What follows belongs to an exercise in optimizing a design on an open flow for a short achievable clock period and few clock cycles; a production flow would make more cautious choices. The flow treats the clock pin as an ideal source, which a real chip does not have. Power is estimated from default activity; no workload was simulated.

## mipsCore
module mipsCore
(
    input  logic        clk,
    input  logic        rst,
    output logic [31:0] pcF,
    input  logic [31:0] instr,
    output logic        memWrite,
    output logic [31:0] dataAddr,
    output logic [31:0] writeData,
    input  logic [31:0] readData
);
For scale: about 160 I/O pins, about 73000 um2 of cells after synthesis.
export LEC_CHECK = 0
export ABC_CLOCK_PERIOD_IN_PS = 2500
export CAP_MARGIN = 60
export CORE_MARGIN = 2
export CORE_UTILIZATION = 50
export SETUP_SLACK_MARGIN = 5
export SLEW_MARGIN = 60
export SYNTH_HIERARCHICAL = 1
export SYNTH_MINIMUM_KEEP_SIZE = 0
create_clock -name core_clock -period 10.0 [get_ports {clk}]
standard.sh (not shown) runs the stock make flow with config.mk's settings and CLKGATE_MAP_FILE= SYNTH_SCRIPT=/design/flow/synth_recipe.tcl, a recipe that flattens the netlist after the stock synthesis.
==> flow/flow/run.sh <==
#!/bin/bash
set -euo pipefail
F=$PWD/flow
K=(MATCH_CELL_FOOTPRINT=0 "BUFFER_PORTS_ARGS=-buffer_cell sky130_fd_sc_hd__buf_4" FASTROUTE_TCL=$F/fastroute.tcl)
bash standard.sh SETUP_SLACK_MARGIN=5 POST_CTS_TCL=$F/ramp_cts.tcl "${K[@]}" cts > standard_cts.log 2>&1
bash standard.sh SETUP_SLACK_MARGIN=6.5 "${K[@]}" finish > standard_finish.log 2>&1
==> flow/flow/fastroute.tcl <==
set_global_routing_layer_adjustment met1 0.6
set_global_routing_layer_adjustment met2 0.3
set_global_routing_layer_adjustment met3-$::env(MAX_ROUTING_LAYER) 0.2

set_routing_layers -clock $::env(MIN_CLK_ROUTING_LAYER)-$::env(MAX_ROUTING_LAYER)
set_routing_layers -signal $::env(MIN_ROUTING_LAYER)-$::env(MAX_ROUTING_LAYER)
==> flow/flow/ramp_cts.tcl <==
# Timing repair in steps: each step repairs every endpoint below its margin,
# so a path that cannot be improved further stops only the last steps.
set_propagated_clock [all_clocks]
estimate_parasitics -placement
foreach m {5.8 6.0 6.2 6.3 6.4 6.5 6.6 6.7 6.8} {
  repair_timing -setup -setup_margin $m -repair_tns 100 -max_passes 50
  puts "ramp_cts margin $m: worst slack [worst_slack -max]"
}
detailed_placement
check_placement -verbose
estimate_parasitics -placement
puts "ramp_cts done: worst slack [worst_slack -max]"
==> next run, changes <==
--- a/flow/design.v
+++ b/flow/design.v
@@ -152,14 +152,24 @@
     input  logic         sel,
     input  logic [W-1:0] a,          
     input  logic [W-1:0] b,
     output logic [W-1:0] y
 );
     assign y = sel ? a : b;
 endmodule
+module selGate
+(
+    input  logic a,
+    input  logic b,
+    input  logic c,
+    input  logic d,
+    output logic y
+);
+    assign y = a && !b && !c && !d;
+endmodule
 module pcSelect
 (
     input  logic        redirect,    
     input  logic [31:0] alt,
     input  logic        hold,        
     input  logic        redirectD,   
     input  logic [31:0] altD,
@@ -172,48 +182,46 @@
     input  logic        brCarry,
     input  logic        brSign,
     input  logic [13:0] pcHiInc,     
     input  logic [13:0] pcHiDec,
     output logic [31:0] pcNext
 );
     logic        selJ;
-    logic        selB;
+    logic [3:0]  selB;               
     logic [31:0] other;              
     logic [13:0] hiC1;               
     logic [13:0] hiC0;               
     logic [13:0] brHi;
     logic [31:0] other2;             
     assign selJ = isJ && !hold && !redirect;
-    assign selB = predT && !hold && !redirect && !redirectD;
+    for (genvar k = 0; k < 4; k++) begin : selCopy
+        selGate g (.a(predT), .b(hold), .c(redirect), .d(redirectD), .y(selB[k]));
+    end
     assign other2 = redirect ? alt
                   : hold     ? pc
                   : selJ     ? {pc4[31:28], jIndex, 2'b00}
                   : pc4;
-    logic        selD;
-    assign selD = redirectD && !redirect;
     muxBank #(.W(32)) dMux (
-        .sel (selD),
+        .sel (redirectD),
         .a   (altD),
         .b   (other2),
         .y   (other)
     );
     assign hiC1 = brSign ? pc[31:18] : pcHiInc;
     assign hiC0 = brSign ? pcHiDec : pc[31:18];
     muxBank #(.W(14)) carryMux (
         .sel (brCarry),
         .a   (hiC1),
         .b   (hiC0),
         .y   (brHi)
     );
-    muxBank #(.W(30)) brMux (
-        .sel (selB),
-        .a   ({brHi, brLo}),
-        .b   (other[31:2]),
-        .y   (pcNext[31:2])
-    );
+    muxBank #(.W(8)) brMux0 (.sel(selB[0]), .a(brLo[7:0]),  .b(other[9:2]),   .y(pcNext[9:2]));
+    muxBank #(.W(8)) brMux1 (.sel(selB[1]), .a(brLo[15:8]), .b(other[17:10]), .y(pcNext[17:10]));
+    muxBank #(.W(7)) brMux2 (.sel(selB[2]), .a(brHi[6:0]),  .b(other[24:18]), .y(pcNext[24:18]));
+    muxBank #(.W(7)) brMux3 (.sel(selB[3]), .a(brHi[13:7]), .b(other[31:25]), .y(pcNext[31:25]));
     assign pcNext[1:0] = other[1:0];
 endmodule
 `default_nettype wire
 `timescale 1ns/100ps
 `default_nettype none
 module addKS #(
     parameter int W = 32
@@ -518,15 +526,15 @@
     assign stallD = vD && loadDepD;
     logic        zeroChkD;
     logic        sumZeroD;
     logic        redirectD;
     assign zeroChkD  = isBeqD && opAddE && !cinE && !memToRegE && !fwdAE && !fwdBE
                     && ((depAD && rtD == 5'd0) || (depBD && rsD == 5'd0));
     sumZero zeroChk (.a(aE), .b(opBE), .cin(cinE), .zero(sumZeroD));
-    assign redirectD = vD && zeroChkD && !stallD && (sumZeroD != predTD);
+    assign redirectD = vD && zeroChkD && !stallD && !redirectE && (sumZeroD != predTD);
     assign predTD = isBeqD && (instrD[15] || rsD == rtD);
     addKS #(.W(30)) brAdd (
         .a    (pc4D[31:2]),
         .b    ({{14{instrD[15]}}, instrD[15:0]}),
         .cin  (1'b0),
         .s    (brTargetD[31:2]),
         .cout ()
After rerunning: The changed run completed without violations. Global-route usage is higher by 1.2 points. Non-clock buffer count falls by 23. Combinational power is lower by about 3%. Via count goes up by 1.9%. Total power came out lower by 1.0%.
Function was not checked in any run of this note: the RTL went through the layout flow alone.

-- port drivers added, routing unchanged --
No port has a modelled driver above. Below, the same layouts with a new extraction and two added sets of constraints. Step 1, drivers: a clkbuf_16 drives clk and a buf_2 each remaining input, both assumed. Step 2 times the ports against the registers' clock, not the clock port: input delays grow and output delays shrink by t, the midpoint of the rising clock arrivals with the driver on. Three values: ideal, step 1, step 2; two values: the first two.
| run | t (ns) | slack for setup (ns) | latest minus earliest clock arrival (ns) |
|---|---|---|---|
| the first run | 0.877 | 6.562 / 6.529 / 5.743 | 0.036 / 0.035 |
| the second run | 0.885 | 6.499 / 6.475 / 5.669 | 0.047 / 0.047 |
After both steps setup and hold are still met in every run listed. For the second run, which loses most, drivers alone change the setup slack by -0.024 ns; drivers and shift together by -0.830 ns.
